What follows belongs to an exercise in optimizing a design on an open flow for small area, a short achievable clock period and few clock cycles; a production flow would make more cautious choices.
RTL that was checked went through simulation tests only; none was proved equivalent to the original.
No functional check of the RTL was part of runs 1 to 3.
Power is estimated from default activity; no workload was simulated.

--- flow/run.sh ---
#!/bin/bash
# The standard layout with two changes:
#  - synthesis maps logic with an area-oriented ABC script and plain gates
#    for adders (registers are mapped as in the standard synthesis);
#  - each port gets the smallest buffer; timing repair upsizes where needed.
set -euo pipefail
here=$(pwd)
{ head -n 1 synth_recipe.tcl; cat flow/abc_area.tcl; tail -n +2 synth_recipe.tcl; } > own_synth.tcl
sed "s|$here/synth_recipe.tcl|$here/own_synth.tcl|" standard.sh > own_standard.sh
grep -q own_synth.tcl own_standard.sh
export OWN_ABC_SCRIPT='+strash;&get,-n;&st;&syn2;&dch;&nf,-a,-R,1000;&st;&syn2;&dch;&nf,-a,-R,1000;&put;dnsize'
export ADDER_MAP_FILE=
export BUFFER_PORTS_ARGS="-buffer_cell sky130_fd_sc_hd__buf_1"
bash own_standard.sh > standard.log 2>&1
--- flow/abc_area.tcl ---
# Sourced into the synthesis script after its first line: ORFS's abc call is
# redirected to an area-oriented mapping script (flops are mapped before abc,
# so the registers are those of the standard synthesis).
proc abc {args} {
  set i [lsearch -exact $args -script]
  if {$i >= 0} { set args [lreplace $args $i [expr {$i + 1}] -script $::env(OWN_ABC_SCRIPT)] }
  set j [lsearch -exact $args -D]
  if {$j >= 0} { set args [lreplace $args $j [expr {$j + 1}]] }
  yosys abc {*}$args
}
--- standard.sh ---
#!/bin/bash
# synth_recipe.tcl (not shown) runs the flow's synth.tcl, then flattens the netlist and writes it again
# the make line also repeats each setting of config.mk as NAME=value (left out here)
make -C /OpenROAD-flow-scripts/flow DESIGN_CONFIG=/design/flow/config.mk WORK_HOME=/design/flow/orfs CLKGATE_MAP_FILE= SYNTH_SCRIPT=/design/flow/synth_recipe.tcl "${@:-finish}"
--- config.mk ---
export PLATFORM = sky130hd
export DESIGN_NAME = bitmove_top
export DESIGN_NICKNAME = bitmove_top
export VERILOG_FILES = /design/flow/design.v
export SDC_FILE = /design/flow/constraint.sdc
export NUM_CORES = 4
export LEC_CHECK = 0
export CAP_MARGIN = 20
export CORE_MARGIN = 2
export CORE_UTILIZATION = 40
export CTS_BUF_LIST = sky130_fd_sc_hd__clkbuf_8
export CTS_CLUSTER_DIAMETER = 60
export CTS_CLUSTER_SIZE = 16
export SETUP_SLACK_MARGIN = 4.0
export SLEW_MARGIN = 20
--- constraint.sdc ---
create_clock -name core_clock -period 8.0 [get_ports {clk}]
set_input_delay 1.6000 -clock core_clock [delete_from_list [all_inputs] [get_ports {clk}]]
set_output_delay 1.6000 -clock core_clock [all_outputs]
set_load 0.01 [all_outputs]
--- design.v ---
`timescale 1ns/100ps
package bitmove_pkg;
    localparam int WORD_W = 32;
    localparam int OFS_W  = 5;
    localparam int LEN_W  = 27;
    localparam int ADDR_W = 27;
    typedef logic [WORD_W-1:0] word_t;
    typedef logic [ADDR_W+OFS_W-1:0] bit_addr_t;
    typedef struct packed {
        word_t      data;
        logic [5:0] nbits;
    } chunk_t;
    typedef logic [1:0] reg_addr_t;
    localparam reg_addr_t REG_SRC  = 2'd0;
    localparam reg_addr_t REG_DST  = 2'd1;
    localparam reg_addr_t REG_LEN  = 2'd2;
    localparam reg_addr_t REG_CTRL = 2'd3;
endpackage
`timescale 1ns/100ps
`timescale 1ns/100ps
`timescale 1ns/100ps
`timescale 1ns/100ps
`timescale 1ns/100ps
`timescale 1ns/100ps
`timescale 1ns/100ps
module bitmove_top #(
    parameter int FIFO_DEPTH = 4
) (
    input  logic                           clk,
    input  logic                           arst_n,
    input  logic                           reg_sel,
    input  logic                           reg_write,
    input  bitmove_pkg::reg_addr_t         reg_addr,
    input  bitmove_pkg::word_t             reg_wdata,
    output bitmove_pkg::word_t             reg_rdata,
    output logic                           done,
    output logic                           mem_req,
    output logic                           mem_we,
    output logic [bitmove_pkg::ADDR_W-1:0] mem_addr,
    output bitmove_pkg::word_t             mem_wdata,
    input  logic                           mem_hold,
    input  bitmove_pkg::word_t             mem_rdata
);
    localparam logic [3:0] S_IDLE = 4'b0000;
    localparam logic [3:0] S_DONE = 4'b0001;
    localparam logic [3:0] S_BUB  = 4'b0010;
    localparam logic [3:0] S_PR   = 4'b1000;   
    localparam logic [3:0] S_R0   = 4'b1001;   
    localparam logic [3:0] S_XR   = 4'b1010;   
    localparam logic [3:0] S_O0   = 4'b1100;   
    localparam logic [3:0] S_XO   = 4'b1101;   
    localparam logic [3:0] S_WR   = 4'b1110;   
    logic [31:0] src_r;
    logic [31:0] dst_r;
    logic [26:0] len_r;
    logic [3:0]  state;
    logic [3:0]  nstate;
    logic [1:0]  at;       
    logic [26:0] sa;
    logic [26:0] da;
    logic [22:0] t;
    logic [31:0] P;
    logic [31:0] W;
    logic        busy;
    logic        wr_en;
    logic        go;
    logic        adv;
    assign busy  = state[3] | state[1];
    assign wr_en = reg_sel & reg_write & ~busy;
    assign go    = wr_en & (reg_addr == 2'd3) & reg_wdata[0];
    assign adv   = ~mem_hold;
    always_ff @(posedge clk) begin
        if (wr_en && reg_addr == 2'd0) src_r <= reg_wdata;
        if (wr_en && reg_addr == 2'd1) dst_r <= reg_wdata;
        if (wr_en && reg_addr == 2'd2) len_r <= reg_wdata[26:0];
    end
    always_comb begin
        case (reg_addr)
            2'd0:    reg_rdata = src_r;
            2'd1:    reg_rdata = dst_r;
            2'd2:    reg_rdata = {5'd0, len_r};
            default: reg_rdata = {31'd0, busy};
        endcase
    end
    logic [4:0]  soff, doff, llo, r, dend;
    logic [5:0]  vd, vs;
    logic [1:0]  cd, cs;
    logic        e, flush, lp;
    logic        last, sec, third;
    logic        thi_z, thi_o;
    logic [1:0]  tlo;
    logic [31:0] fmask, lmask, m;
    assign soff  = src_r[4:0];
    assign doff  = dst_r[4:0];
    assign llo   = len_r[4:0];
    assign r     = soff - doff;
    assign e     = soff < doff;
    assign vd    = {1'b0, llo} + {1'b0, doff};
    assign vs    = {1'b0, llo} + {1'b0, soff};
    assign cd    = {vd > 6'd32, (vd != 6'd0) && (vd <= 6'd32)};
    assign cs    = {vs > 6'd32, (vs != 6'd0) && (vs <= 6'd32)};
    assign flush = (cd == cs + {1'b0, e});
    assign dend  = vd[4:0];
    assign lp    = dend != 5'd0;
    assign thi_z = (t[22:2] == '0);
    assign thi_o = (t[22:2] == '1);
    assign tlo   = t[1:0];
    always_comb begin
        case (cd)
            2'd0: begin
                last  = thi_z & (tlo == 2'd1);
                sec   = thi_z & (tlo == 2'd2);
                third = thi_z & (tlo == 2'd3);
            end
            2'd1: begin
                last  = thi_z & (tlo == 2'd0);
                sec   = thi_z & (tlo == 2'd1);
                third = thi_z & (tlo == 2'd2);
            end
            default: begin
                last  = thi_o & (tlo == 2'd3);
                sec   = thi_z & (tlo == 2'd0);
                third = thi_z & (tlo == 2'd1);
            end
        endcase
    end
    assign fmask = ~((32'd1 << doff) - 32'd1);
    assign lmask = lp ? ((32'd1 << dend) - 32'd1) : '1;
    assign m     = (at == 2'd2 ? fmask : '1) & (last ? lmask : '1);
    logic need_o0;
    logic [3:0] after_start;
    logic [3:0] first_state;
    assign need_o0     = (doff != 5'd0) | (last & (lp | flush));
    assign after_start = (last | (sec & flush)) ? S_BUB : S_XR;
    assign first_state = !e ? S_PR : S_R0;
    always_comb begin
        nstate = state;
        case (state)
            S_IDLE, S_DONE: nstate = go ? first_state : S_IDLE;
            S_PR:  if (adv) nstate = (last & flush) ? S_O0 : S_R0;
            S_R0:  if (adv) nstate = need_o0 ? S_O0 : after_start;
            S_O0:  if (adv) nstate = after_start;
            S_XR:  if (adv) nstate = S_WR;
            S_XO:  if (adv) nstate = S_BUB;
            S_BUB: if (adv) nstate = S_WR;
            S_WR:  if (adv) nstate = last ? S_DONE
                                  : sec ? (lp ? S_XO : S_WR)
                                  : (third & flush) ? S_WR : S_XR;
            default: nstate = S_IDLE;
        endcase
    end
    always_ff @(posedge clk or negedge arst_n) begin
        if (!arst_n) begin
            state <= S_IDLE;
            at    <= 2'd0;
        end else begin
            state <= nstate;
            if (adv) begin
                if (state[3] & ~state[2])                 at <= 2'd1;
                else if (state == S_O0)                   at <= 2'd2;
                else if (state == S_XO)                   at <= 2'd3;
                else                                      at <= 2'd0;
            end
        end
    end
    logic        use_d;
    logic        sfirst;
    logic        dfirst;
    logic [26:0] inc;
    logic        acc;
    assign use_d    = state[2];
    assign sfirst   = (state == S_PR) | ((state == S_R0) & e);
    assign mem_addr = use_d ? (dfirst ? dst_r[31:5] : da) : (sfirst ? src_r[31:5] : sa);
    assign inc      = mem_addr + 27'd1;
    assign acc      = state[3] & adv;
    always_ff @(posedge clk) begin
        if (acc & ~use_d) sa <= inc;
        if (acc & (state == S_WR)) da <= inc;
        if (go) begin
            t      <= {1'b0, len_r[26:5]};
            dfirst <= 1'b1;
        end else if (acc & (state == S_WR)) begin
            t      <= t - 23'd1;
            dfirst <= 1'b0;
        end
    end
    logic        src_arr, old_arr, fe;
    logic [4:0]  rr;
    logic [31:0] rot;
    logic [31:0] hm;
    logic [31:0] fun;
    assign src_arr = adv & (at == 2'd1);
    assign old_arr = adv & at[1];
    assign fe      = adv & flush & (((state == S_BUB) & last) | ((state == S_WR) & sec));
    assign rr      = at[1] ? 5'd0 : r;
    always_comb begin
        rot = mem_rdata;
        for (int k = 0; k < 5; k++) begin
            if (rr[k]) rot = (rot >> (1 << k)) | (rot << (32 - (1 << k)));
        end
    end
    assign hm      = at[1] ? ~m : ~('1 >> r);
    assign fun     = (hm & rot) | (~hm & P);
    always_ff @(posedge clk) begin
        if (src_arr) P <= rot;
        for (int i = 0; i < 32; i++) begin
            if ((old_arr & ~m[i]) | src_arr | fe) W[i] <= fun[i];
        end
    end
    assign mem_req   = state[3];
    assign mem_we    = state[2] & state[1];
    assign mem_wdata = W;
    assign done      = (state == S_DONE);
endmodule
==> results.yml, run 1 <==
status:
  outcome: "timing/DRC/antenna clean"
floorplan:
  chipHeight_um: 187
  start_util_pct: 40.4
  dieWidth_um: 187
  die_area_mm2: 0.0351
  ios: 165
  rows: 67
  core_area_mm2: 0.0333
flow_run:
  max-cap-violations: 0
worst_setup_path:
  worst_r2r_path_depth: 31
  critPathRequiredTime_ns: 6.40
  cp.arrival_ns: 2.91
  worstReg2RegEnd: "da[26]$_DFFE_PP_"
  crit_type: "flop to primary output"
  reg2reg_from: "src_r[0]$_DFFE_PP_"
  cp-start-kind: "flop"
  end_kind: "primary output"
  r2r_setup_slack_ns: 3.61
  critical_path.max_fanout: 5
route:
  via_count: 11431
  routed_wl_um: 43700
  antenna_left: 0
  dr.pass1.iters: 5
  wl_met2_um: 21700
  drtIter0Drc: 814
  avgViaCountPerCell: 5.64
  drt-met1-wl_um: 18400
  routed.top_layer: "met4"
  wire_per_inst_um: 21.5
  drc: 0
  dr_wl_met3_um: 2450
clocking:
  cts_buffers: 25
  clk-insertion-delay-late_ns: 0.60
  cts_root_buf: "clkbuf_8"
  cts_max_path_buffers: 3
  cts_hold_buf: 0
  htree_levels: 1
  tritoncts: "yes"
  clock-sinks: 239
  clk_pin_slew_ns: 0.10
synth:
  async_flop_share_pct: 2.51
  syn_nets: 1285
  synth-xor-area-share_pct: 3.78
  ys_ff_latch: 239
  ys_types: 46
  syn_inst: 1214
  synthFlopType: "edfxtp_1"
  yosys_warnings: 1
  ys_seq_area_share_pct: 53.0
  synth-compound-area-share_pct: 13.0
  yosys.area_share.simple_pct: 12.7
  synthMuxAreaShare_pct: 16.7
  synth-edff-count: 231
  avgSynthCellArea_um2: 11.1
  syn_area_mm2: 0.0134
  synth_fa_ha_area_share_pct: 0.298
  synth_top_family_by_area: "multiplexers"
timing:
  setup_viol: 0
  tns_ns: 0
  max_slew_margin_pct: 26.6
  rsz0062_at_grt: "true"
  worst_slack_ns: 3.49
  tightest_slew_ns: 1.10
  period_needed_ns: 4.51
  period_share_pct: 56.4
  final-hold-violation-count: 0
  fmax_ghz: 0.222
  fin_worst_skew_ns: 0.0379
  slew_viol_final: 0
grt:
  grt_use_total_pct: 23.8
  grt_pass1_wl_um: 65000
  grt_pass1_vias: 11183
  grt.overflow.total: 0
  grt_max_degree: 58
  antenna_found_initial: 0
power:
  p_int_w: 0.00319
  ir_drop_uv: 235
  p_switching_w: 0.00196
  p_sw_share_pct: 38.1
  p_seq_share_pct: 35.6
  total_power_w: 0.00516
  power.density_mw_per_mm2: 284
  pwr-share-comb_pct: 47.4
  clkPwrFrac_pct: 17.0
  p_leak_nw: 6.65
finish:
  drive_above_1_share_pct: 26.7
  mostFrequentLayoutCells: "231 x edfxtp_1, 166 x mux2i_1, 115 x nand2_1, 109 x buf_1, 108 x nor2_1"
  final_area_mm2: 0.0182
  antenna_cells: 0
  syn2layout_area_growth_pct: 35.1
  fillers: 2893
  layout_commonest_cell: "edfxtp_1"
  nets: 1634
  final_cells: 2028
hold_path:
  hp-class: "flop to flop"
  min_to: "W[31]$_DFFE_PP_"
  holdCritStartpoint: "P[31]$_DFFE_PP_"
  hold_depth: 1
placement:
  dpl_cell_area_mm2: 0.0150
  dp_slack_ns: 2.91
  port_buffers: 164
  dp.cells: 1844
  dp_hpwl_um: 27600
  gp_congestion: 0.903
## final cells by class
| cell class | instances | area [um^2] | area share [%] |
|---|---|---|---|
| multi-input combinational | 966 | 7480 | 41.2 |
| sequential | 239 | 7130 | 39.3 |
| timing repair buffer | 313 | 2320 | 12.8 |
| tap | 448 | 561 | 3.09 |
| clock buffer | 25 | 344 | 1.90 |
| clock inverter | 19 | 209 | 1.15 |
| inverter | 18 | 110 | 0.606 |
## cell usage after synthesis, drive strengths merged, types with 9 or more instances
cell type  number  share of area, %
nand2         153               4.3
and2            9              0.42
o21a           14              0.78
nor2          127               3.5
mux2           48               4.0
o221a          24               2.0
nand4          16              0.74
nand2b         10              0.47
mux2i         170                13
o21ai         109               4.1
nor3           17              0.63
clkinv         18              0.50
edfxtp        231                52
a21oi          86               3.2
nand3          23              0.86
xnor2          35               2.3
xor2           23               1.5
o22ai          12              0.56
## worst max path at each step
| stage | startpoint | endpoint | slack, ns | depth (start not counted) |
|---|---|---|---|---|
| 2_1_floorplan | dst_r[0]$_DFFE_PP_ | W[0]$_DFFE_PP_ | 3.60 | 13 |
| 3_3_place_gp | reg_addr[1] | reg_rdata[7] | 2.91 | 7 |
| 3_5_place_dp | reg_addr[1] | reg_rdata[7] | 2.91 | 7 |
| 4_1_cts | src_r[0]$_DFFE_PP_ | mem_addr[23] | 3.51 | 12 |
| 5_1_grt | src_r[0]$_DFFE_PP_ | mem_addr[22] | 3.40 | 12 |
| 6_report | src_r[0]$_DFFE_PP_ | mem_addr[22] | 3.49 | 12 |
## power groups by stage
stage	sequential (W)	combinational, W	clock [W]
finish	0.00183	0.00245	0.000876
CTS	0.00183	0.00227	0.000897
global route	0.00185	0.00260	0.000934
detailed placement	0.00185	0.00160	0
global placement	0.00185	0.00159	0
floorplan	0.00184	0.00107	0
## per-layer routing
layer	global-route usage, %	up-vias
met5	0	-
met4	6.32	0
met3	3.49	75
met2	41.6	386
met1	30.8	5618
li1	-	5352
## through the flow
| stage | util [%] | hold slack, ns |
|---|---|---|
| after floorplan | - | 0.471 |
| after global placement | 45.2 | 0.504 |
| after detailed placement | 45.2 | 0.511 |
| after CTS | 52.3 | 0.534 |
| after global routing | 54.6 | 0.558 |
| final | 54.6 | 0.531 |
## what timing repair did
action,4_1_cts,5_1_grt
endpoints found under the setup margin,147,144
pin swaps,55,57
buffers inserted,86,41
hold endpoints to repair,0,0
resized for setup,249,101
cloned,12,1
## sequential cells by signal, summed over array words and instances, names as in the netlist
name    flops
da         27
W          32
at          2
dst_r      32
src_r      32
sa         27
dfirst      1
state       4
t          23
P          32
len_r      27
## kinds of logic after synthesis
family,after synthesis
and+or+nand+nor,391
AOI/OAI and AO/OA,286
DFF,239
muxes,218
xor gates and xnor gates,58
buffers and inverters,18
adders and majority gates,4
## worst max-delay path, stage by stage, from the launching register on
cell and delay [ns]:
edfxtp_1 0.42, nand2b_4 0.16, maj3_2 0.31, a21o_1 0.17
o21ai_2 0.06, nand2b_4 0.15, a31oi_4 0.10, nand2_4 0.16
nand2_8 0.12, buf_12 0.17, o221ai_4 0.22, clkinv_2 0.11
buf_6 0.14
==> run 2, diff against run 1 <==
--- a/config.mk
+++ b/config.mk
@@ -8,8 +8,5 @@
 export CAP_MARGIN = 20
 export CORE_MARGIN = 2
 export CORE_UTILIZATION = 40
-export CTS_BUF_LIST = sky130_fd_sc_hd__clkbuf_8
-export CTS_CLUSTER_DIAMETER = 60
-export CTS_CLUSTER_SIZE = 16
 export SETUP_SLACK_MARGIN = 4.0
 export SLEW_MARGIN = 20
==> run 2 against run 1 <==
Still clean; power increased by 7.1%; utilization increased by 0.23 points; global-route usage about the same; area after synthesis unchanged; sequential share of layout area decreased by 0.17 points; maximum frequency increased by 1.8%; die area unchanged; setup slack improved by 0.080 ns; critical path depth unchanged; highest routed layer is now met5.
==> results.yml, run 2 <==
finish:
  syn2layout_area_growth_pct: 35.6
  fin_util_pct: 54.8
  layout_commonest_cell: "edfxtp_1"
  drive_above_1_share_pct: 24.6
  nets: 1619
  antenna_cells: 0
  mostFrequentLayoutCells: "231 x edfxtp_1, 166 x mux2i_1, 116 x buf_1, 115 x nand2_1, 111 x nor2_1"
hold_path:
  hp-class: "flop to flop"
floorplan:
  die_area_mm2: 0.0351
  chipHeight_um: 187
  ios: 165
  rows: 67
  start_util_pct: 40.4
  dieWidth_um: 187
  core_area_mm2: 0.0333
worst_setup_path:
  end_kind: "primary output"
  critical_path.max_fanout: 5
  cp.arrival_ns: 2.83
  critPathRequiredTime_ns: 6.40
  crit_type: "flop to primary output"
  cp-start-kind: "flop"
route:
  drc: 0
  drtIter0Drc: 834
  routed_wl_um: 43800
  via_count: 11404
  dr.pass1.iters: 5
  avgViaCountPerCell: 5.67
  wire_per_inst_um: 21.8
  antenna_left: 0
synth:
  async_flop_share_pct: 2.51
  ys_seq_area_share_pct: 53.0
  synth_top_area_share_pct: 51.6
  syn_inst: 1214
  ys_types: 46
  avgSynthCellArea_um2: 11.1
  ys_ff_latch: 239
  synth_area_leaders: "edfxtp_1 52%, mux2i_1 13%, nand2_1 4.3%"
  yosys_warnings: 1
  syn_area_mm2: 0.0134
  synth-edff-count: 231
  syn_nets: 1285
  yosysTopAreaCell: "edfxtp_1"
  synthFlopType: "edfxtp_1"
  yosys.cell_count.top_type: "edfxtp_1"
  netlist_top_cells_count: "231 x edfxtp_1, 170 x mux2i_1, 153 x nand2_1"
clocking:
  htree_levels: 1
  clock-sinks: 239
  cts_hold_buf: 0
  cts_max_path_buffers: 3
  tritoncts: "yes"
  cts_root_buf: "clkbuf_16"
  clk_pin_slew_ns: 0.06
  clk-insertion-delay-late_ns: 0.57
  cts_buffers: 27
placement:
  dp_hpwl_um: 27600
  port_buffers: 164
  gp_congestion: 0.903
status:
  outcome: "timing/DRC/antenna clean"
timing:
  setup_viol: 0
  rsz0062_at_grt: "true"
  tns_ns: 0
  tightest_slew_ns: 1.09
  fmax_ghz: 0.226
  max_slew_margin_pct: 27.1
  period_needed_ns: 4.43
  final-hold-violation-count: 0
  fin_worst_skew_ns: 0.0386
  period_share_pct: 55.4
  slew_viol_final: 0
power:
  power.density_mw_per_mm2: 303
  p_leak_nw: 6.66
  ir_drop_uv: 233
grt:
  grt_use_total_pct: 23.8
  antenna_found_initial: 1
  grt_pass1_wl_um: 65200
  grt_pass1_vias: 11122
  grt.overflow.total: 0
  grt_max_degree: 58
flow_run:
  max-cap-violations: 0
==> run 2: per-stage QoR <==
step                      cells  setup WS [ns]  instance area [um^2]  hold WS (ns)  total power (W)
after CTS                  1981           3.56                 17600         0.510          0.00531
after global routing       2011           3.47                 18200         0.537          0.00574
after detailed placement   1844           2.91                 15000         0.511          0.00345
after floorplan            1214           3.60                 13700         0.471          0.00291
after global placement     1844           2.91                 15000         0.504          0.00344
final                      2011           3.57                 18200         0.508          0.00552
==> run 2: kinds of logic (layout without fill, tap and decap cells) <==
group	Yosys count	after routing	synth area share, %
AOI/OAI and AO/OA	286	286	13.0
and+or+nand+nor	391	398	12.7
DFF	239	239	53.0
buffers and inverters	18	360	0.503
muxes	218	218	16.7
adders and majority gates	4	4	0.298
xor gates and xnor gates	58	58	3.78
==> run 2: layout make-up <==
type / count / area (um^2)
Clock buffer: 35 / 726
Clock inverter: 9 / 163
Fill cell: 2886 / 15000
Inverter: 18 / 110
Multi-Input combinational cell: 964 / 7390
Sequential cell: 239 / 7130
Tap cell: 448 / 561
Timing Repair Buffer: 298 / 2150
==> run 2: worst max-delay path: stages, from the launching register on <==
cell and delay [ns]:
edfxtp_1 0.41, nand2b_4 0.16, maj3_2 0.31, a21o_1 0.16, o21ai_2 0.06, nand2b_4 0.15
a31oi_4 0.10, nand2_4 0.16, nand2_8 0.13, buf_4 0.18, o221ai_4 0.21, clkinv_2 0.11
buf_6 0.14
==> run 2: where the power goes <==
part	switching [W]	leakage, nW	internal (W)
Combinational	0.00133	4.03	0.00108
Sequential	0.000131	2.20	0.00171
Clock	0.000510	0.424	0.000764
==> run 2: path summary, 6_finish.rpt <==
| path | startpoint | cells past startpoint | end | slack, ns |
|---|---|---|---|---|
| max | src_r[0]$_DFFE_PP_ | 12 | mem_addr[22] | 3.57 |
| min | P[27]$_DFFE_PP_ | 1 | W[27]$_DFFE_PP_ | 0.51 |
| max reg2reg | src_r[0]$_DFFE_PP_ | 31 | sa[26]$_DFFE_PP_ | 3.68 |
| min reg2reg | P[27]$_DFFE_PP_ | 1 | W[27]$_DFFE_PP_ | 0.51 |
| max in group asynchronous | arst_n | 1 | state[2]$_DFFE_PN0P_ | 6.76 |
| min in group asynchronous | arst_n | 1 | at[1]$_DFFE_PN0N_ | 0.95 |
==> run 2: repair_timing <==
action	in CTS	in global routing
endpoints found under the hold margin	0	0
gates resized for setup	231	86
setup endpoints to repair	147	135
cloned	11	2
buffers inserted	82	28
pin swaps	55	46
==> run 2: layer usage <==
layer  vias to the layer above  share of wire (%)  global-route usage, %
met1                      5600                 42                   31.2
met2                       391                 50                   41.7
met5                         -              0.030                      0
met4                         2                2.6                   6.35
met3                        73                5.7                   2.95
li1                       5338                  -                      -
==> run 3, diff against run 2 <==
--- a/config.mk
+++ b/config.mk
@@ -5,8 +5,8 @@
 export SDC_FILE = /design/flow/constraint.sdc
 export NUM_CORES = 4
 export LEC_CHECK = 0
-export CAP_MARGIN = 20
+export CAP_MARGIN = 0
 export CORE_MARGIN = 2
 export CORE_UTILIZATION = 40
 export SETUP_SLACK_MARGIN = 4.0
-export SLEW_MARGIN = 20
+export SLEW_MARGIN = 0
==> run 3 against run 2 <==
First-iteration DRC count is 3.7% lower; utilization hardly changed; sequential share of layout area hardly changed; hold slack better by 0.00097 ns; synthesized cell count stayed put; largest power group unchanged.
==> results.yml, run 3 <==
synth:
  syn_inst: 1214
  yosys_warnings: 1
  ys_ff_latch: 239
  syn_nets: 1285
  synth-edff-count: 231
  synth_top_area_share_pct: 51.6
  async_flop_share_pct: 2.51
  yosys.cell_count.top_type: "edfxtp_1"
  netlist_top_cells_count: "231 x edfxtp_1, 170 x mux2i_1, 153 x nand2_1"
  avgSynthCellArea_um2: 11.1
  synth_area_leaders: "edfxtp_1 52%, mux2i_1 13%, nand2_1 4.3%"
  ys_types: 46
  syn_area_mm2: 0.0134
  ys_seq_area_share_pct: 53.0
  yosysTopAreaCell: "edfxtp_1"
  synthFlopType: "edfxtp_1"
clocking:
  htree_levels: 1
  cts_root_buf: "clkbuf_16"
  cts_hold_buf: 0
  cts_buffers: 27
  clk_pin_slew_ns: 0.06
  clk-insertion-delay-late_ns: 0.57
  cts_max_path_buffers: 3
  clock-sinks: 239
  tritoncts: "yes"
route:
  avgViaCountPerCell: 5.68
  wire_per_inst_um: 21.7
  drc: 0
  routed_wl_um: 43700
  antenna_left: 0
  dr.pass1.iters: 5
  drtIter0Drc: 803
  via_count: 11417
worst_setup_path:
  cp-start-kind: "flop"
  end_kind: "primary output"
  crit_type: "flop to primary output"
  critical_path.max_fanout: 5
  cp.arrival_ns: 2.83
  critPathRequiredTime_ns: 6.40
floorplan:
  die_area_mm2: 0.0351
  start_util_pct: 40.4
  dieWidth_um: 187
  core_area_mm2: 0.0333
  rows: 67
  chipHeight_um: 187
  ios: 165
timing:
  tightest_slew_ns: 1.15
  period_needed_ns: 4.43
  setup_viol: 0
  fmax_ghz: 0.226
  max_slew_margin_pct: 23.0
  final-hold-violation-count: 0
  tns_ns: 0
  slew_viol_final: 0
  period_share_pct: 55.4
  holdWs_ns: 0.509
  rsz0062_at_grt: "true"
  fin_worst_skew_ns: 0.0383
power:
  p_leak_nw: 6.65
  power.density_mw_per_mm2: 303
  ir_drop_uv: 233
finish:
  mostFrequentLayoutCells: "231 x edfxtp_1, 166 x mux2i_1, 116 x buf_1, 115 x nand2_1, 111 x nor2_1"
  layout_commonest_cell: "edfxtp_1"
  multi_input_area_mm2: 0.00739
  antenna_cells: 0
  drive_above_1_share_pct: 24.6
  fillers: 2889
  syn2layout_area_growth_pct: 35.6
  nets: 1619
  seq_area_mm2: 0.00713
placement:
  dp_hpwl_um: 27600
  port_buffers: 164
  gp_congestion: 0.903
status:
  outcome: "timing/DRC/antenna clean"
grt:
  grt_use_total_pct: 23.8
  grt_max_degree: 58
  grt.overflow.total: 0
  antenna_found_initial: 1
  grt_pass1_vias: 11122
  grt_pass1_wl_um: 65200
flow_run:
  max-cap-violations: 0
hold_path:
  hp-class: "flop to flop"
-- run 3: final timing paths --
check	startpoint	end	slack, ns	depth (start not counted)
worst max-delay path	src_r[0]$_DFFE_PP_	mem_addr[22]	3.57	12
worst min-delay path	P[27]$_DFFE_PP_	W[27]$_DFFE_PP_	0.51	1
worst max register to register	src_r[0]$_DFFE_PP_	sa[26]$_DFFE_PP_	3.68	31
worst min register to register	P[27]$_DFFE_PP_	W[27]$_DFFE_PP_	0.51	1
max in group asynchronous	arst_n	state[2]$_DFFE_PN0P_	6.77	1
min in group asynchronous	arst_n	at[0]$_DFFE_PN0N_	0.95	1
-- run 3: repair_timing --
action | CTS | global route
endpoints found under the setup margin | 147 | 135
setup buffers | 82 | 28
gates cloned | 11 | 2
endpoints found under the hold margin | 0 | 0
pin swaps | 55 | 46
resized for setup | 231 | 86
-- run 3: cell families after synthesis --
logic type,synth area share (%)
flip-flops,53.0
buffers and inverters,0.503
AND/OR/NAND/NOR,12.7
AO/OA/AOI/OAI,13.0
multiplexers,16.7
adder cells (fa/ha/maj),0.298
XOR/XNOR,3.78
-- run 3: worst max-delay path, stage by stage, from the launching register on --
cell	delay [ns]
edfxtp_1	0.41
nand2b_4	0.16
maj3_2	0.31
a21o_1	0.16
o21ai_2	0.06
nand2b_4	0.15
a31oi_4	0.10
nand2_4	0.16
nand2_8	0.13
buf_4	0.18
o221ai_4	0.21
clkinv_2	0.11
buf_6	0.14
-- run 3: per-layer routing --
metal / GRT usage, % / vias up / wire length (um)
met3: 2.95 / 78 / 2360
met4: 6.35 / 2 / 1170
met5: 0 / - / 13
met2: 41.7 / 397 / 21700
li1: - / 5345 / -
met1: 31.2 / 5595 / 18500
-- run 3: final cells by class --
class / count / share of cell area, %
multi-input cells: 964 / 40.5
flip-flops and latches: 239 / 39.1
repair buffers: 298 / 11.8
clock buffers: 35 / 3.98
well taps: 448 / 3.08
clock inverters: 9 / 0.892
inverters: 18 / 0.604
-- run 3: stage by stage --
step	std cells	setup slack, ns	total power (W)	util, %	instance area [um^2]
after floorplan	1214	3.60	0.00291	-	13700
after global placement	1844	2.91	0.00344	45.2	15000
after detailed placement	1844	2.91	0.00345	45.2	15000
after CTS	1981	3.56	0.00531	52.9	17600
after global routing	2011	3.47	0.00574	54.8	18200
final	2011	3.57	0.00552	54.8	18200
-- run 3: where the power goes --
part / internal (W) / switching (W) / leakage [nW]
clock network: 0.000764 / 0.000509 / 0.424
registers: 0.00171 / 0.000131 / 2.20
logic: 0.00108 / 0.00133 / 4.03
total: 0.00355 / 0.00197 / 6.65
==> run 4, diff against run 3 <==
--- a/design.v
+++ b/design.v
@@ -47,6 +47,7 @@
     localparam logic [3:0] S_PR   = 4'b1000;   
     localparam logic [3:0] S_R0   = 4'b1001;   
     localparam logic [3:0] S_XR   = 4'b1010;   
+    localparam logic [3:0] S_R0F  = 4'b1011;   
     localparam logic [3:0] S_O0   = 4'b1100;   
     localparam logic [3:0] S_XO   = 4'b1101;   
     localparam logic [3:0] S_WR   = 4'b1110;   
@@ -132,13 +133,13 @@
     logic [3:0] first_state;
     assign need_o0     = (doff != 5'd0) | (last & (lp | flush));
     assign after_start = (last | (sec & flush)) ? S_BUB : S_XR;
-    assign first_state = !e ? S_PR : S_R0;
+    assign first_state = !e ? S_PR : S_R0F;
     always_comb begin
         nstate = state;
         case (state)
             S_IDLE, S_DONE: nstate = go ? first_state : S_IDLE;
             S_PR:  if (adv) nstate = (last & flush) ? S_O0 : S_R0;
-            S_R0:  if (adv) nstate = need_o0 ? S_O0 : after_start;
+            S_R0, S_R0F: if (adv) nstate = need_o0 ? S_O0 : after_start;
             S_O0:  if (adv) nstate = after_start;
             S_XR:  if (adv) nstate = S_WR;
             S_XO:  if (adv) nstate = S_BUB;
@@ -169,7 +170,7 @@
     logic [26:0] inc;
     logic        acc;
     assign use_d    = state[2];
-    assign sfirst   = (state == S_PR) | ((state == S_R0) & e);
+    assign sfirst   = (state == S_PR) | (state == S_R0F);
     assign mem_addr = use_d ? (dfirst ? dst_r[31:5] : da) : (sfirst ? src_r[31:5] : sa);
     assign inc      = mem_addr + 27'd1;
     assign acc      = state[3] & adv;
--- a/config.mk
+++ b/config.mk
@@ -5,8 +5,8 @@
 export SDC_FILE = /design/flow/constraint.sdc
 export NUM_CORES = 4
 export LEC_CHECK = 0
-export CAP_MARGIN = 0
+export CAP_MARGIN = 20
 export CORE_MARGIN = 2
 export CORE_UTILIZATION = 40
 export SETUP_SLACK_MARGIN = 4.0
-export SLEW_MARGIN = 0
+export SLEW_MARGIN = 20
==> run 4 against run 3 <==
Power decreased by 12%; critical path depth down 5; still clean; via count fell by 0.39%; combinational power fell by about 20%; global-route usage shrank 0.68 points.
==> results.yml, run 4 <==
finish:
  multi_input_area_mm2: 0.00691
  layout_commonest_cell: "edfxtp_1"
  nets: 1623
  final_cells: 2021
  syn2layout_area_growth_pct: 25.9
  fin_util_pct: 50.9
  final_area_mm2: 0.0170
  fillers: 3114
  drive_above_1_share_pct: 15.0
  mostFrequentLayoutCells: "231 x edfxtp_1, 177 x nor2_1, 141 x o21ai_0, 141 x mux2i_1, 135 x buf_1"
  seq_area_mm2: 0.00714
  antenna_cells: 0
worst_setup_path:
  crit_type: "primary input to primary output"
  r2r_setup_slack_ns: 4.07
  cp-start-kind: "primary input"
  crit_path_end: "reg_rdata[0]"
  worst_r2r_path_depth: 17
  end_kind: "primary output"
  worstReg2RegEnd: "W[22]$_DFFE_PP_"
  crit_start: "reg_addr[1]"
  critPathRequiredTime_ns: 6.40
  reg2reg_from: "dst_r[1]$_DFFE_PP_"
  cp.arrival_ns: 2.49
  critical_path.max_fanout: 4
placement:
  gp_congestion: 0.959
  port_buffers: 164
  dpl_cell_area_mm2: 0.0149
  dp.cells: 1908
  dp_hpwl_um: 27700
clocking:
  htree_levels: 1
  tritoncts: "yes"
  cts_buffers: 27
  cts_max_path_buffers: 3
  cts_root_buf: "clkbuf_16"
  clk-insertion-delay-late_ns: 0.57
  clock-sinks: 239
  clk_pin_slew_ns: 0.05
timing:
  slew_viol_final: 0
  rsz0062_at_grt: "true"
  period_needed_ns: 4.09
  tightest_slew_ns: 1.09
  final-hold-violation-count: 0
  period_share_pct: 51.1
  max_slew_margin_pct: 27.1
  setup_viol: 0
  fmax_ghz: 0.245
  tns_ns: 0
  fin_worst_skew_ns: 0.0148
synth:
  syn_nets: 1352
  yosys_warnings: 1
  synth_top_area_share_pct: 51.4
  synthFlopType: "edfxtp_1"
  yosys.cell_count.top_type: "edfxtp_1"
  ys_types: 47
  avgSynthCellArea_um2: 10.5
  syn_inst: 1281
  yosysTopAreaCell: "edfxtp_1"
  ys_seq_area_share_pct: 52.8
  async_flop_share_pct: 2.51
  syn_area_mm2: 0.0135
  netlist_top_cells_count: "231 x edfxtp_1, 190 x nor2_1, 176 x o21ai_0"
  synth-edff-count: 231
  synth_area_leaders: "edfxtp_1 51%, mux2i_1 11%, o21ai_0 6.5%"
  ys_ff_latch: 239
floorplan:
  core_area_mm2: 0.0334
  ios: 165
  start_util_pct: 40.5
  dieWidth_um: 188
  rows: 67
  die_area_mm2: 0.0353
  chipHeight_um: 188
grt:
  grt_pass1_vias: 10998
  antenna_found_initial: 2
  grt.overflow.total: 0
  grt_max_degree: 57
  grt_pass1_wl_um: 63500
  grt_use_total_pct: 23.1
route:
  drt-met1-wl_um: 17400
  via_count: 11373
  drtIter0Drc: 688
  wl_met2_um: 20500
  routed_wl_um: 42300
  drc: 0
  avgViaCountPerCell: 5.63
  routed.top_layer: "met5"
  wire_per_inst_um: 20.9
  dr_wl_met3_um: 2860
  antenna_left: 0
  dr.pass1.iters: 5
power:
  ir_drop_uv: 242
  power.density_mw_per_mm2: 287
  total_power_w: 0.00487
  p_leak_nw: 6.04
status:
  outcome: "timing/DRC/antenna clean"
hold_path:
  hp-class: "flop to flop"
flow_run:
  max-cap-violations: 0
[run 4: cell types whose count changed in the layout (fill, tap and decap cells not counted), moves of 19 or more]
| cell | previous run | this run |
|---|---|---|
| buf_4 | 89 | 52 |
| nor2b_1 | 4 | 30 |
| buf_6 | 39 | 3 |
| mux2i_1 | 166 | 141 |
| nor2_1 | 111 | 177 |
| buf_1 | 116 | 135 |
| o221a_4 | 23 | 0 |
| o21ai_0 | 79 | 141 |
[run 4: critical path: stages]
cell       delay [ns]
clkbuf_16        0.13
buf_12           0.12
buf_4            0.13
buf_12           0.12
a211oi_4         0.16
a21oi_2          0.08
buf_1            0.14
[run 4: through the flow]
stage	worst slack (ns)	hold slack [ns]
global route	3.87	0.543
global placement	3.09	0.505
detailed placement	3.09	0.512
floorplan	3.80	0.475
CTS	3.92	0.532
finish	3.91	0.527
[run 4: repair_timing]
action                                  4_1_cts  5_1_grt
pin swaps                                     3       21
endpoints found under the hold margin         0        0
gates cloned                                  9        3
endpoints found under the setup margin      149      114
hold buffers                                  0        0
buffers inserted                             30       18
gates resized for setup                     101       88
[run 4: final cells by class]
type	instances	share of cell area (%)
flip-flops and latches	239	42.0
multi-input cells	1035	40.6
repair buffers	237	8.86
clock buffers	36	4.17
well taps	448	3.30
clock inverters	14	0.780
inverters	12	0.287
[run 4: power breakdown]
group	internal (W)	total (W)	switching, W
clock network	0.000689	0.00120	0.000507
logic	0.000690	0.00192	0.00123
registers	0.00168	0.00176	0.0000805
[run 4: worst min-delay path by stage]
stage | cells after the start | startpoint | endpoint
floorplan | 2 | at[0]$_DFFE_PN0N_ | at[0]$_DFFE_PN0N_
global placement | 1 | P[20]$_DFFE_PP_ | W[20]$_DFFE_PP_
detailed placement | 1 | P[31]$_DFFE_PP_ | W[31]$_DFFE_PP_
CTS | 1 | P[19]$_DFFE_PP_ | W[19]$_DFFE_PP_
global route | 1 | P[16]$_DFFE_PP_ | W[16]$_DFFE_PP_
finish | 1 | P[26]$_DFFE_PP_ | W[26]$_DFFE_PP_
[run 4: cells by family (layout without fill, tap and decap cells)]
family,after synthesis,count (layout),share of synthesized area (%)
flops,239,239,52.8
mux,194,194,14.8
simple gates,464,469,15.2
xor+xnor,52,52,3.37
fa+ha+maj,6,6,0.445
buf+inv,12,299,0.333
compound gates,314,314,13.1
[run 4: metal layers]
layer,global-route usage (%),up-vias
li1,-,5373
met1,29.5,5467
met2,39.5,440
met3,4.51,89
met4,7.63,4
met5,0,-
Testbench counts of run 4, summed over its fixed seeds: cycles 9,457.
==> run 5, diff against run 4 <==
--- a/config.mk
+++ b/config.mk
@@ -8,5 +8,6 @@
 export CAP_MARGIN = 20
 export CORE_MARGIN = 2
 export CORE_UTILIZATION = 40
+export GPL_TIMING_DRIVEN = 0
 export SETUP_SLACK_MARGIN = 4.0
 export SLEW_MARGIN = 20
==> run 5 against run 4 <==
Count of clock-buffer cells in the layout is 2 lower; clock skew grew 0.012 ns; cell area rose by 3.6%.
==> results.yml, run 5 <==
status:
  outcome: "timing/DRC/antenna clean"
synth:
  syn_nets: 1352
  netlist_top_cells_count: "231 x edfxtp_1, 190 x nor2_1, 176 x o21ai_0"
  synth_area_leaders: "edfxtp_1 51%, mux2i_1 11%, o21ai_0 6.5%"
  yosysTopAreaCell: "edfxtp_1"
  synth_top_area_share_pct: 51.4
  synthFlopType: "edfxtp_1"
  ys_types: 47
  async_flop_share_pct: 2.51
  yosys.cell_count.top_type: "edfxtp_1"
  syn_area_mm2: 0.0135
  yosys_warnings: 1
  ys_seq_area_share_pct: 52.8
  syn_inst: 1281
  ys_ff_latch: 239
  avgSynthCellArea_um2: 10.5
  synth-edff-count: 231
grt:
  antenna_found_initial: 2
  grt_use_total_pct: 23.6
  grt_pass1_wl_um: 64500
  grt_max_degree: 49
  grt.overflow.total: 0
  grt_pass1_vias: 11167
timing:
  period_needed_ns: 4.08
  fin_worst_skew_ns: 0.0264
  slew_viol_final: 0
  fmax_ghz: 0.245
  tightest_slew_ns: 1.03
  setup_viol: 0
  final-hold-violation-count: 0
  period_share_pct: 51.0
  max_slew_margin_pct: 31.4
  tns_ns: 0
  rsz0062_at_grt: "true"
worst_setup_path:
  crit_start: "reg_addr[1]"
  slowest_delay_ns: 0.21
  r2r_setup_slack_ns: 4.10
  cp.arrival_ns: 2.48
  cp-start-kind: "primary input"
  crit_chain: "buf_16 > buf_16 > nor2b_4 > buf_12 > nand2_4 > o21ai_4 > buf_6"
  end_kind: "primary output"
  worst_r2r_path_depth: 17
  worstReg2RegEnd: "W[4]$_DFFE_PP_"
  reg2reg_from: "dst_r[1]$_DFFE_PP_"
  critPathRequiredTime_ns: 6.40
  crit_top_cell: "buf_16"
  critical_path.max_fanout: 7
  crit_path_top_delay_cell: "nor2b_4"
  crit_type: "primary input to primary output"
  crit_path_end: "reg_rdata[3]"
floorplan:
  ios: 165
  die_area_mm2: 0.0353
  dieWidth_um: 188
  start_util_pct: 40.5
  rows: 67
  chipHeight_um: 188
  core_area_mm2: 0.0334
route:
  dr.pass1.iters: 5
  avgViaCountPerCell: 5.62
  wire_per_inst_um: 21.1
  routed_wl_um: 43000
  drc: 0
  via_count: 11481
  antenna_left: 0
  drtIter0Drc: 743
power:
  p_leak_nw: 6.41
  p_sw_share_pct: 38.0
  p_switching_w: 0.00188
  clkPwrFrac_pct: 22.4
  power.density_mw_per_mm2: 280
  total_power_w: 0.00494
  pwr-share-comb_pct: 41.4
  ir_drop_uv: 210
  p_seq_share_pct: 36.1
  p_int_w: 0.00306
clocking:
  cts_root_buf: "clkbuf_16"
  cts_max_path_buffers: 3
  tritoncts: "yes"
  cts_hold_buf: 0
  cts_buffers: 26
  clk_pin_slew_ns: 0.06
  htree_levels: 1
  clock-sinks: 239
  clk-insertion-delay-late_ns: 0.56
finish:
  syn2layout_area_growth_pct: 30.4
  layout_commonest_cell: "edfxtp_1"
  mostFrequentLayoutCells: "231 x edfxtp_1, 175 x nor2_1, 144 x mux2i_1, 136 x o21ai_0, 134 x buf_1"
  final_area_mm2: 0.0176
  final_cells: 2043
  fin_util_pct: 52.8
  nets: 1648
  drive_above_1_share_pct: 19.0
hold_path:
  hp-class: "flop to flop"
  holdCritStartpoint: "P[18]$_DFFE_PP_"
placement:
  dp.cells: 1914
  dp_hpwl_um: 27600
  port_buffers: 164
  gp_congestion: 0.876
  dpl_cell_area_mm2: 0.0151
flow_run:
  max-cap-violations: 0
[run 5: cell types whose count changed in the layout (fill, tap and decap cells not counted), moves of 6 or more]
| cell | previous run | this run |
|---|---|---|
| nand2_4 | 0 | 26 |
| o21ai_1 | 25 | 7 |
| o21ai_2 | 10 | 27 |
| nand2_1 | 121 | 107 |
| buf_4 | 52 | 65 |
| buf_6 | 3 | 16 |
| nand2_2 | 18 | 6 |
| buf_2 | 26 | 20 |
| o21ai_4 | 0 | 6 |
[run 5: worst min path at each step]
stage | to | slack (ns) | cells past startpoint
6_report | W[18]$_DFFE_PP_ | 0.53 | 1
2_1_floorplan | at[0]$_DFFE_PN0N_ | 0.47 | 2
5_1_grt | W[19]$_DFFE_PP_ | 0.54 | 1
4_1_cts | W[18]$_DFFE_PP_ | 0.53 | 1
3_3_place_gp | W[19]$_DFFE_PP_ | 0.50 | 1
3_5_place_dp | W[18]$_DFFE_PP_ | 0.51 | 1
[run 5: through the flow]
stage	hold WS [ns]	setup slack, ns
detailed placement	0.512	2.85
finish	0.529	3.92
global route	0.542	3.91
global placement	0.505	0.990
CTS	0.532	3.93
floorplan	0.475	3.80
[run 5: layer usage]
metal	routed length, um	track usage, %
met1	17900	30.2
met2	21400	41.2
met3	2520	4.04
met4	1140	6.24
met5	27	0
[run 5: power groups by stage]
stage                     Combinational, W  Sequential, W  Clock, W
final                              0.00205        0.00179   0.00111
after global routing               0.00222        0.00180   0.00117
after CTS                          0.00193        0.00179   0.00113
after detailed placement           0.00163        0.00187         0
after global placement             0.00155        0.00187         0
after floorplan                    0.00107        0.00182         0
[run 5: cells by family (layout without fill, tap and decap cells)]
logic type	Yosys count	after routing	share of synthesized area, %
AND/OR/NAND/NOR	464	468	15.2
AO/OA/AOI/OAI	314	314	13.1
flip-flops	239	239	52.8
multiplexers	194	194	14.8
XOR/XNOR	52	52	3.37
buffers and inverters	12	321	0.333
adder cells (fa/ha/maj)	6	6	0.445
other	0	1	0
[run 5: what timing repair did]
| action | 4_1_cts | 5_1_grt |
|---|---|---|
| resized for setup | 136 | 128 |
| pin swaps | 11 | 38 |
| gates cloned | 9 | 2 |
| endpoints found under the setup margin | 153 | 106 |
| setup buffers | 44 | 28 |
[run 5: final cells by class]
type | instances | area [um^2]
timing repair buffer | 264 | 1920
sequential | 239 | 7140
clock buffer | 34 | 681
antenna | 1 | 2.50
tap | 448 | 561
clock inverter | 11 | 85.1
fill | 3069 | 15700
multi-input combinational | 1034 | 7170
inverter | 12 | 48.8
[run 5: worst max-delay path, delay by kind of cell]
kind	cells	cell delay (ns)
buffers and inverters	4	0.51
and+or+nand+nor	2	0.27
AOI/OAI and AO/OA	1	0.09
==> run 6, diff against run 5 <==
--- a/config.mk
+++ b/config.mk
@@ -8,6 +8,5 @@
 export CAP_MARGIN = 20
 export CORE_MARGIN = 2
 export CORE_UTILIZATION = 40
-export GPL_TIMING_DRIVEN = 0
-export SETUP_SLACK_MARGIN = 4.0
+export SETUP_SLACK_MARGIN = 4.2
 export SLEW_MARGIN = 20
==> run 6 against run 5 <==
Via count grew 3.9%; non-clock buffer count up 49; sequential share of layout area down 1.9 points; hold slack got worse by 0.019 ns; cell area up 4.8%; area after synthesis did not move; global-route usage is 1.0 points higher; critical endpoint is now reg_rdata[4]; cell count is 2.6% higher; power rose by 12%; sequential power barely moved; clock skew is 0.012 ns lower.
==> results.yml, run 6 <==
finish:
  antenna_cells: 0
  final_cells: 2096
  syn2layout_area_growth_pct: 36.7
  nets: 1698
  mostFrequentLayoutCells: "231 x edfxtp_1, 160 x nor2_1, 141 x mux2i_1, 112 x buf_1, 107 x nand2_1"
  layout_commonest_cell: "edfxtp_1"
  drive_above_1_share_pct: 25.8
timing:
  fmax_ghz: 0.243
  max_slew_margin_pct: 26.0
  fin_worst_skew_ns: 0.0143
  final-hold-violation-count: 0
  rsz0062_at_grt: "true"
  slew_viol_final: 0
  period_needed_ns: 4.12
  tns_ns: 0
  tightest_slew_ns: 1.11
  setup_viol: 0
  period_share_pct: 51.5
route:
  antenna_left: 0
  via_count: 11934
  routed_wl_um: 46300
  drtIter0Drc: 815
  drc: 0
  wire_per_inst_um: 22.1
  avgViaCountPerCell: 5.69
  dr.pass1.iters: 5
power:
  power.density_mw_per_mm2: 300
  p_leak_nw: 6.79
  ir_drop_uv: 218
grt:
  grt_pass1_vias: 11324
  grt_use_total_pct: 24.6
  grt.overflow.total: 0
  antenna_found_initial: 2
  grt_max_degree: 57
  grt_pass1_wl_um: 66800
clocking:
  clk-insertion-delay-late_ns: 0.57
  htree_levels: 1
  clk_pin_slew_ns: 0.06
  cts_max_path_buffers: 3
  cts_root_buf: "clkbuf_16"
  cts_buffers: 27
  tritoncts: "yes"
  clock-sinks: 239
  cts_hold_buf: 0
floorplan:
  ios: 165
  rows: 67
  dieWidth_um: 188
  core_area_mm2: 0.0334
  start_util_pct: 40.5
  die_area_mm2: 0.0353
  chipHeight_um: 188
synth:
  synth-edff-count: 231
  synthFlopType: "edfxtp_1"
  yosys_warnings: 1
  async_flop_share_pct: 2.51
  avgSynthCellArea_um2: 10.5
  syn_inst: 1281
  ys_types: 47
  yosysTopAreaCell: "edfxtp_1"
  netlist_top_cells_count: "231 x edfxtp_1, 190 x nor2_1, 176 x o21ai_0"
  synth_area_leaders: "edfxtp_1 51%, mux2i_1 11%, o21ai_0 6.5%"
  syn_nets: 1352
  synth_top_area_share_pct: 51.4
  ys_ff_latch: 239
  ys_seq_area_share_pct: 52.8
  syn_area_mm2: 0.0135
  yosys.cell_count.top_type: "edfxtp_1"
hold_path:
  holdCritStartpoint: "dfirst$_SDFFE_PP1P_"
  hold_depth: 2
  hp-class: "flop to flop"
  min_to: "dfirst$_SDFFE_PP1P_"
worst_setup_path:
  crit_family: "buffers and inverters"
  crit_buf_inv: 5
  crit_top_cell: "buf_12"
  critPathRequiredTime_ns: 6.40
  crit_type: "primary input to primary output"
  slowest_delay_ns: 0.16
  end_kind: "primary output"
  crit_chain: "clkbuf_16 > buf_12 > nor2b_4 > buf_6 > buf_12 > nand2_2 > o21ai_1 > buf_2"
  cp-start-kind: "primary input"
  reg2reg_from: "len_r[1]$_DFFE_PP_"
  cp.arrival_ns: 2.52
  worst_r2r_path_depth: 18
  critical_path.max_fanout: 7
  worstReg2RegEnd: "W[22]$_DFFE_PP_"
  crit_path_top_delay_cell: "nor2b_4"
  r2r_setup_slack_ns: 4.20
placement:
  port_buffers: 164
  dp.cells: 1908
  gp_congestion: 0.898
  dp_hpwl_um: 27600
flow_run:
  max-cap-violations: 0
status:
  outcome: "timing/DRC/antenna clean"
## run 6: cell counts after synthesis
No cell type changed its count.
## run 6: cell families (layout without fill, tap and decap cells)
| group | Yosys count | count (layout) | share of synthesized area, % |
|---|---|---|---|
| AND/OR/NAND/NOR | 464 | 468 | 15.2 |
| AO/OA/AOI/OAI | 314 | 314 | 13.1 |
| flip-flops | 239 | 239 | 52.8 |
| multiplexers | 194 | 194 | 14.8 |
| XOR/XNOR | 52 | 52 | 3.37 |
| buffers and inverters | 12 | 375 | 0.333 |
| adder cells (fa/ha/maj) | 6 | 6 | 0.445 |
## run 6: per-layer routing
layer  vias up  global-route usage [%]  wire length, um
met4         4                    8.90             1950
met5         -                       0               27
li1       5527                       -                -
met2       503                    42.6            22700
met3       101                    3.33             3230
met1      5799                    31.4            18400
## run 6: final cells by class
| class | instances | area (um^2) |
|---|---|---|
| clock buffer | 27 | 676 |
| clock inverter | 23 | 287 |
| fill | 2953 | 14900 |
| inverter | 12 | 50.0 |
| multi-input combinational | 1034 | 7320 |
| sequential | 239 | 7140 |
| tap | 448 | 561 |
| timing repair buffer | 313 | 2430 |
## run 6: per-stage QoR
| stage | instance area (um^2) | setup WS [ns] | total power [W] | util, % | hold WS (ns) |
|---|---|---|---|---|---|
| 2_1_floorplan | 13700 | 3.80 | 0.00290 | - | 0.475 |
| 3_3_place_gp | 15000 | 3.18 | 0.00346 | 44.9 | 0.485 |
| 3_5_place_dp | 15000 | 3.08 | 0.00349 | 44.9 | 0.488 |
| 4_1_cts | 17200 | 3.89 | 0.00507 | 51.6 | 0.506 |
| 5_1_grt | 18500 | 3.83 | 0.00579 | 55.3 | 0.533 |
| 6_report | 18500 | 3.88 | 0.00554 | 55.3 | 0.510 |
## run 6: worst max-delay path by stage
stage          depth (start not counted)        endpoint   startpoint
2_1_floorplan                          3  W[1]$_DFFE_PP_     mem_hold
3_3_place_gp                           6    reg_rdata[5]  reg_addr[1]
3_5_place_dp                           6   reg_rdata[23]  reg_addr[1]
4_1_cts                                8   reg_rdata[23]  reg_addr[1]
5_1_grt                                8    reg_rdata[7]  reg_addr[1]
6_report                               8    reg_rdata[4]  reg_addr[1]
## run 6: worst reg2reg max path: stages (launching register included)
cell and delay [ns]:
edfxtp_1 0.40, buf_6 0.16, nor2_4 0.12, a21oi_4 0.04, maj3_2 0.35, and2_4 0.17
o22ai_4 0.13, nor2_4 0.06, nand3_4 0.11, nand2_2 0.06, a21o_1 0.20, and3_4 0.16
a31oi_4 0.24, or3_4 0.21, nand2_4 0.05, a31o_1 0.22, a211oi_2 0.33, a22oi_1 0.16
mux2_1 0.35
## run 6: where the power goes
part           total [W]  switching [W]  internal [W]  leakage, nW
clock            0.00135       0.000535      0.000813        0.461
sequential       0.00176      0.0000826       0.00168         2.19
combinational    0.00243        0.00142       0.00101         4.14
total            0.00554        0.00204       0.00351         6.79
## run 6: what timing repair did
action,in CTS,in global routing
resized for setup,175,193
cloned,12,7
setup buffers,60,56
pin swaps,25,41
endpoints found under the setup margin,167,143
==> run 7, diff against run 6 <==
--- a/config.mk
+++ b/config.mk
@@ -8,5 +8,6 @@
 export CAP_MARGIN = 20
 export CORE_MARGIN = 2
 export CORE_UTILIZATION = 40
-export SETUP_SLACK_MARGIN = 4.2
+export SETUP_SLACK_MARGIN = 4.0
 export SLEW_MARGIN = 20
+export TNS_END_PERCENT = 10
==> run 7 against run 6 <==
Highest routed layer unchanged; first-iteration DRC count shrank 3.9%; sequential share of layout area is 4.0 points higher; maximum frequency shrank 3.3%; global-route usage shrank 2.4 points; still clean on timing, DRC and antenna; cell count shrank 3.8%; non-clock buffer count is 73 lower; critical path type unchanged; setup slack worse by 0.14 ns; flip-flop and latch count did not move; via count fell by 5.8%.
==> results.yml, run 7 <==
synth:
  ys_types: 47
  ys_ff_latch: 239
  synth_area_leaders: "edfxtp_1 51%, mux2i_1 11%, o21ai_0 6.5%"
  synthFlopType: "edfxtp_1"
  synth-edff-count: 231
  syn_nets: 1352
  yosys.cell_count.top_type: "edfxtp_1"
  yosysTopAreaCell: "edfxtp_1"
  synth_top_area_share_pct: 51.4
  yosys_warnings: 1
  syn_area_mm2: 0.0135
  ys_seq_area_share_pct: 52.8
  async_flop_share_pct: 2.51
  netlist_top_cells_count: "231 x edfxtp_1, 190 x nor2_1, 176 x o21ai_0"
  syn_inst: 1281
  avgSynthCellArea_um2: 10.5
route:
  dr.pass1.iters: 5
  drtIter0Drc: 783
  drc: 0
  avgViaCountPerCell: 5.57
  antenna_left: 0
  routed_wl_um: 40600
  wire_per_inst_um: 20.1
  via_count: 11244
placement:
  port_buffers: 164
  dp.cells: 1911
  dp_hpwl_um: 27400
  gp_congestion: 0.911
timing:
  tns_ns: 0
  slew_viol_final: 0
  period_needed_ns: 4.26
  rsz0062_at_grt: "true"
  fmax_ghz: 0.235
  setup_viol: 0
  fin_worst_skew_ns: 0.0343
  final-hold-violation-count: 0
  period_share_pct: 53.3
  tightest_slew_ns: 1.06
  max_slew_margin_pct: 28.8
clocking:
  tritoncts: "yes"
  cts_max_path_buffers: 3
  cts_hold_buf: 0
  cts_buffers: 26
  cts_root_buf: "clkbuf_16"
  clk-insertion-delay-late_ns: 0.56
  clock-sinks: 239
  clk_pin_slew_ns: 0.06
  htree_levels: 1
grt:
  grt_pass1_vias: 10837
  met1_usage_pct: 28.6
  grt_use_total_pct: 22.1
  antenna_found_initial: 3
  grt_use_met3_pct: 3.89
  grt_pass1_wl_um: 61200
  grt.busiest_layer: "met2"
  grt.overflow.total: 0
  use_met2_pct: 38.1
  grt_max_degree: 57
power:
  pwr-share-comb_pct: 38.1
  p_seq_share_pct: 37.4
  ir_drop_uv: 223
  p_sw_share_pct: 36.8
  p_leak_nw: 5.98
  p_int_w: 0.00298
  clkPwrFrac_pct: 24.5
  p_switching_w: 0.00174
  power.density_mw_per_mm2: 282
flow_run:
  max-cap-violations: 0
floorplan:
  rows: 67
  start_util_pct: 40.5
  ios: 165
  dieWidth_um: 188
  chipHeight_um: 188
  die_area_mm2: 0.0353
  core_area_mm2: 0.0334
worst_setup_path:
  cp-start-kind: "primary input"
  slowest_delay_ns: 0.14
  crit_chain: "clkbuf_16 > buf_16 > nor2b_4 > buf_6 > buf_12 > buf_16 > nand2_2 > o21ai_1 > buf_2"
  crit_path_top_delay_cell: "buf_16"
  crit_type: "primary input to primary output"
  cp.arrival_ns: 2.66
  critPathRequiredTime_ns: 6.40
  end_kind: "primary output"
  crit_family: "buffers and inverters"
  critical_path.max_fanout: 5
  crit_buf_inv: 6
  crit_top_cell: "buf_16"
finish:
  mostFrequentLayoutCells: "231 x edfxtp_1, 178 x nor2_1, 153 x o21ai_0, 146 x mux2i_1, 139 x buf_1"
  syn2layout_area_growth_pct: 23.9
  fillers: 3158
  nets: 1621
  layout_commonest_cell: "edfxtp_1"
  drive_above_1_share_pct: 12.8
  final_cells: 2017
  fin_util_pct: 50.2
status:
  outcome: "timing/DRC/antenna clean"
hold_path:
  hp-class: "flop to flop"
run 7: cell counts after synthesis:
Identical to the previous run, type by type.
run 7: metrics by stage:
step	area [um^2]	setup WS [ns]	hold WS (ns)	power (W)
floorplan	13500	3.42	0.475	0.00288
global placement	14900	2.62	0.505	0.00343
detailed placement	14900	2.54	0.513	0.00345
CTS	16400	3.74	0.527	0.00471
global route	16700	3.70	0.538	0.00498
finish	16700	3.74	0.525	0.00472
run 7: area by class of cell:
| type | instances | area (um^2) | share of cell area, % |
|---|---|---|---|
| diodes | 1 | 2.50 | 0.0150 |
| flip-flops and latches | 239 | 7130 | 42.6 |
| clock buffers | 31 | 669 | 4.00 |
| well taps | 448 | 561 | 3.35 |
| inverters | 12 | 48.8 | 0.292 |
| repair buffers | 240 | 1490 | 8.90 |
| multi-input cells | 1031 | 6690 | 40.0 |
| clock inverters | 15 | 141 | 0.845 |
run 7: worst paths after layout:
check,cells past startpoint,slack [ns],from,end
min in group asynchronous,1,0.94,arst_n,at[1]$_DFFE_PN0N_
hold / removal,1,0.52,P[10]$_DFFE_PP_,W[10]$_DFFE_PP_
max in group asynchronous,1,6.77,arst_n,state[2]$_DFFE_PN0P_
setup / recovery,9,3.74,reg_addr[0],reg_rdata[15]
setup reg to reg,18,4.01,state[0]$_DFFE_PN0P_,sa[23]$_DFFE_PP_
hold reg to reg,1,0.52,P[10]$_DFFE_PP_,W[10]$_DFFE_PP_
run 7: logic make-up (layout without fill, tap and decap cells):
group / after synthesis / after routing / share of synthesized area (%)
adder cells (fa/ha/maj): 6 / 6 / 0.445
flip-flops: 239 / 239 / 52.8
buffers and inverters: 12 / 298 / 0.333
AO/OA/AOI/OAI: 314 / 314 / 13.1
other: 0 / 1 / 0
AND/OR/NAND/NOR: 464 / 465 / 15.2
multiplexers: 194 / 194 / 14.8
XOR/XNOR: 52 / 52 / 3.37
run 7: routing by layer:
metal | part of all wire [%] | routed length [um] | up-vias
li1 | - | - | 5368
met1 | 42 | 17000 | 5416
met2 | 49 | 19700 | 390
met3 | 6.7 | 2710 | 68
met4 | 3.0 | 1200 | 2
met5 | 0.027 | 11 | -
run 7: power groups by stage:
stage                     logic, W  registers, W  clock network [W]
after global placement     0.00164       0.00179                  0
after detailed placement   0.00166       0.00179                  0
after global routing       0.00198       0.00178            0.00122
after floorplan            0.00106       0.00182                  0
after CTS                  0.00177       0.00177            0.00117
final                      0.00180       0.00177            0.00116
run 7: timing repair:
| item | CTS | global route |
|---|---|---|
| buffers inserted | 30 | 20 |
| cloned | 5 | 1 |
| setup endpoints to repair | 154 | 129 |
| gates resized for setup | 101 | 42 |
| pin swaps | 4 | 13 |
==> run 8, diff against run 7 <==
--- a/config.mk
+++ b/config.mk
@@ -8,6 +8,5 @@
 export CAP_MARGIN = 20
 export CORE_MARGIN = 2
 export CORE_UTILIZATION = 40
-export SETUP_SLACK_MARGIN = 4.0
+export SETUP_SLACK_MARGIN = 3.9
 export SLEW_MARGIN = 20
-export TNS_END_PERCENT = 10
==> run 8 against run 7 <==
Clock skew shrank 0.018 ns; flip-flop and latch count is the same; critical endpoint is now reg_rdata[12]; critical path type unchanged; routed wire length grew 5.6%; synthesized cell count is the same; highest routed layer unchanged.
==> results.yml, run 8 <==
synth:
  async_flop_share_pct: 2.51
  yosysTopAreaCell: "edfxtp_1"
  yosys.cell_count.top_type: "edfxtp_1"
  ys_types: 47
  syn_area_mm2: 0.0135
  syn_inst: 1281
  synthFlopType: "edfxtp_1"
  syn_nets: 1352
  yosys_warnings: 1
  synth_top_area_share_pct: 51.4
  netlist_top_cells_count: "231 x edfxtp_1, 190 x nor2_1, 176 x o21ai_0"
  ys_seq_area_share_pct: 52.8
  avgSynthCellArea_um2: 10.5
  synth-edff-count: 231
  synth_area_leaders: "edfxtp_1 51%, mux2i_1 11%, o21ai_0 6.5%"
  ys_ff_latch: 239
worst_setup_path:
  crit_path_top_delay_cell: "nor2b_4"
  critical_path.max_fanout: 6
  cp-start-kind: "primary input"
  crit_type: "primary input to primary output"
  critPathRequiredTime_ns: 6.40
  cp.arrival_ns: 2.68
  slowest_delay_ns: 0.15
  end_kind: "primary output"
  crit_top_cell: "buf_12"
  crit_chain: "clkbuf_16 > buf_12 > nor2b_4 > buf_12 > buf_12 > buf_16 > nand2_2 > o21ai_1 > buf_2"
clocking:
  clk_pin_slew_ns: 0.06
  clk-insertion-delay-late_ns: 0.57
  clock-sinks: 239
  cts_max_path_buffers: 3
  cts_buffers: 27
  cts_root_buf: "clkbuf_16"
  tritoncts: "yes"
  htree_levels: 1
  cts_hold_buf: 0
timing:
  rsz0062_at_grt: "true"
  max_slew_margin_pct: 24.5
  tightest_slew_ns: 1.13
  fin_worst_skew_ns: 0.0163
  period_share_pct: 53.5
  final-hold-violation-count: 0
  fmax_ghz: 0.234
  slew_viol_final: 0
  tns_ns: 0
  setup_viol: 0
  period_needed_ns: 4.28
floorplan:
  chipHeight_um: 188
  die_area_mm2: 0.0353
  ios: 165
  start_util_pct: 40.5
  dieWidth_um: 188
  core_area_mm2: 0.0334
  rows: 67
flow_run:
  max-cap-violations: 0
placement:
  dp_hpwl_um: 27200
  port_buffers: 164
  dp.cells: 1909
  gp_congestion: 0.942
route:
  wire_per_inst_um: 21.2
  dr.pass1.iters: 5
  routed_wl_um: 42900
  antenna_left: 0
  drc: 0
  avgViaCountPerCell: 5.66
  via_count: 11431
  drtIter0Drc: 755
grt:
  grt_pass1_wl_um: 64100
  grt_max_degree: 57
  antenna_found_initial: 2
  grt_use_total_pct: 23.4
  grt.overflow.total: 0
  grt_pass1_vias: 11023
finish:
  nets: 1624
  antenna_cells: 0
  mostFrequentLayoutCells: "231 x edfxtp_1, 178 x nor2_1, 140 x mux2i_1, 138 x o21ai_0, 133 x buf_1"
  drive_above_1_share_pct: 16.0
  syn2layout_area_growth_pct: 27.1
  layout_commonest_cell: "edfxtp_1"
  final_cells: 2021
  fillers: 3104
status:
  outcome: "timing/DRC/antenna clean"
power:
  power.density_mw_per_mm2: 284
  p_leak_nw: 6.17
  ir_drop_uv: 265
hold_path:
  hp-class: "flop to flop"
==> run 8: cell counts after synthesis <==
Identical to the previous run, type by type.
==> run 8: per-layer routing <==
| layer | track usage (%) | up-vias | routed length, um |
|---|---|---|---|
| met2 | 40.5 | 399 | 21000 |
| met4 | 8.24 | 4 | 1430 |
| li1 | - | 5372 | - |
| met1 | 29.4 | 5571 | 18000 |
| met3 | 4.30 | 85 | 2440 |
| met5 | 0 | - | 25 |
==> run 8: worst paths after layout <==
path	from	to	slack, ns	cells after the start
hold reg to reg	P[28]$_DFFE_PP_	W[28]$_DFFE_PP_	0.52	1
max in group asynchronous	arst_n	state[2]$_DFFE_PN0P_	6.80	1
setup / recovery	reg_addr[0]	reg_rdata[12]	3.72	9
setup reg to reg	dst_r[1]$_DFFE_PP_	W[22]$_DFFE_PP_	4.07	17
min in group asynchronous	arst_n	state[2]$_DFFE_PN0P_	0.91	1
hold / removal	P[28]$_DFFE_PP_	W[28]$_DFFE_PP_	0.52	1
==> run 8: cell families (layout without fill, tap and decap cells) <==
group / after synthesis / in the layout / synth area share [%]
flip-flops: 239 / 239 / 52.8
adder cells (fa/ha/maj): 6 / 6 / 0.445
buffers and inverters: 12 / 301 / 0.333
AO/OA/AOI/OAI: 314 / 314 / 13.1
multiplexers: 194 / 194 / 14.8
XOR/XNOR: 52 / 52 / 3.37
AND/OR/NAND/NOR: 464 / 467 / 15.2
==> run 8: what timing repair did <==
item / in CTS / in global routing
buffers inserted: 31 / 20
endpoints found under the setup margin: 147 / 114
pin swaps: 15 / 16
gates cloned: 8 / 2
gates resized for setup: 144 / 84
==> run 8: where the power goes <==
group          total [W]  leakage (nW)  switching (W)  internal (W)
clock            0.00120         0.404       0.000511      0.000684
sequential       0.00180          2.19       0.000117       0.00168
combinational    0.00188          3.57        0.00120      0.000679
total            0.00488          6.17        0.00183       0.00305
==> run 8: worst max-delay path: cells and delay by family <==
| kind | cells | cell delay (ns) |
|---|---|---|
| buf+inv | 6 | 0.79 |
| simple gates | 2 | 0.19 |
| compound gates | 1 | 0.07 |
==> run 8: metrics by stage <==
step / hold slack, ns / setup WS, ns / total power, W / util, % / instance area (um^2)
4_1_cts: 0.524 / 3.75 / 0.00482 / 49.7 / 16600
6_report: 0.525 / 3.72 / 0.00488 / 51.5 / 17200
5_1_grt: 0.542 / 3.70 / 0.00513 / 51.5 / 17200
3_3_place_gp: 0.505 / 3.04 / 0.00344 / 44.7 / 14900
3_5_place_dp: 0.513 / 2.94 / 0.00346 / 44.7 / 14900
2_1_floorplan: 0.475 / 3.80 / 0.00288 / - / 13600
==> run 8: final cells by class <==
type | instances | area, um^2 | area share [%]
Tap cell | 448 | 561 | 3.26
Clock buffer | 33 | 698 | 4.07
Multi-Input combinational cell | 1033 | 7000 | 40.8
Sequential cell | 239 | 7140 | 41.6
Timing Repair Buffer | 240 | 1580 | 9.22
Inverter | 12 | 48.8 | 0.284
Clock inverter | 16 | 140 | 0.816

-- separate check: timing with driven ports --
The flow's constraints put no driver on any port. The routed layouts listed below were extracted and timed again, unchanged, in two steps. Step 1: set_driving_cell puts a clkbuf_16 on clk and a buf_2 on each other input, an assumption about the parent block. Step 2 also shifts input and output timing later by t, the mid clock arrival at the registers, as if the neighbouring blocks saw the same clock. Slacks: ideal ports / drivers / drivers and shift; pairs: ideal ports / drivers.
run | t, ns | setup slack, ns
run 1 | 0.625 | 3.492 / 3.444 / 3.608
run 2 | 0.605 | 3.571 / 3.519 / 3.683
run 3 | 0.607 | 3.569 / 3.516 / 3.683
run 4 | 0.613 | 3.911 / 3.790 / 3.790
run 5 | 0.601 | 3.922 / 3.756 / 3.756
run 6 | 0.617 | 3.877 / 3.720 / 3.720
run 7 | 0.599 | 3.736 / 3.691 / 3.691
run 8 | 0.613 | 3.723 / 3.675 / 3.675
After both steps setup and hold are still met in every run listed.
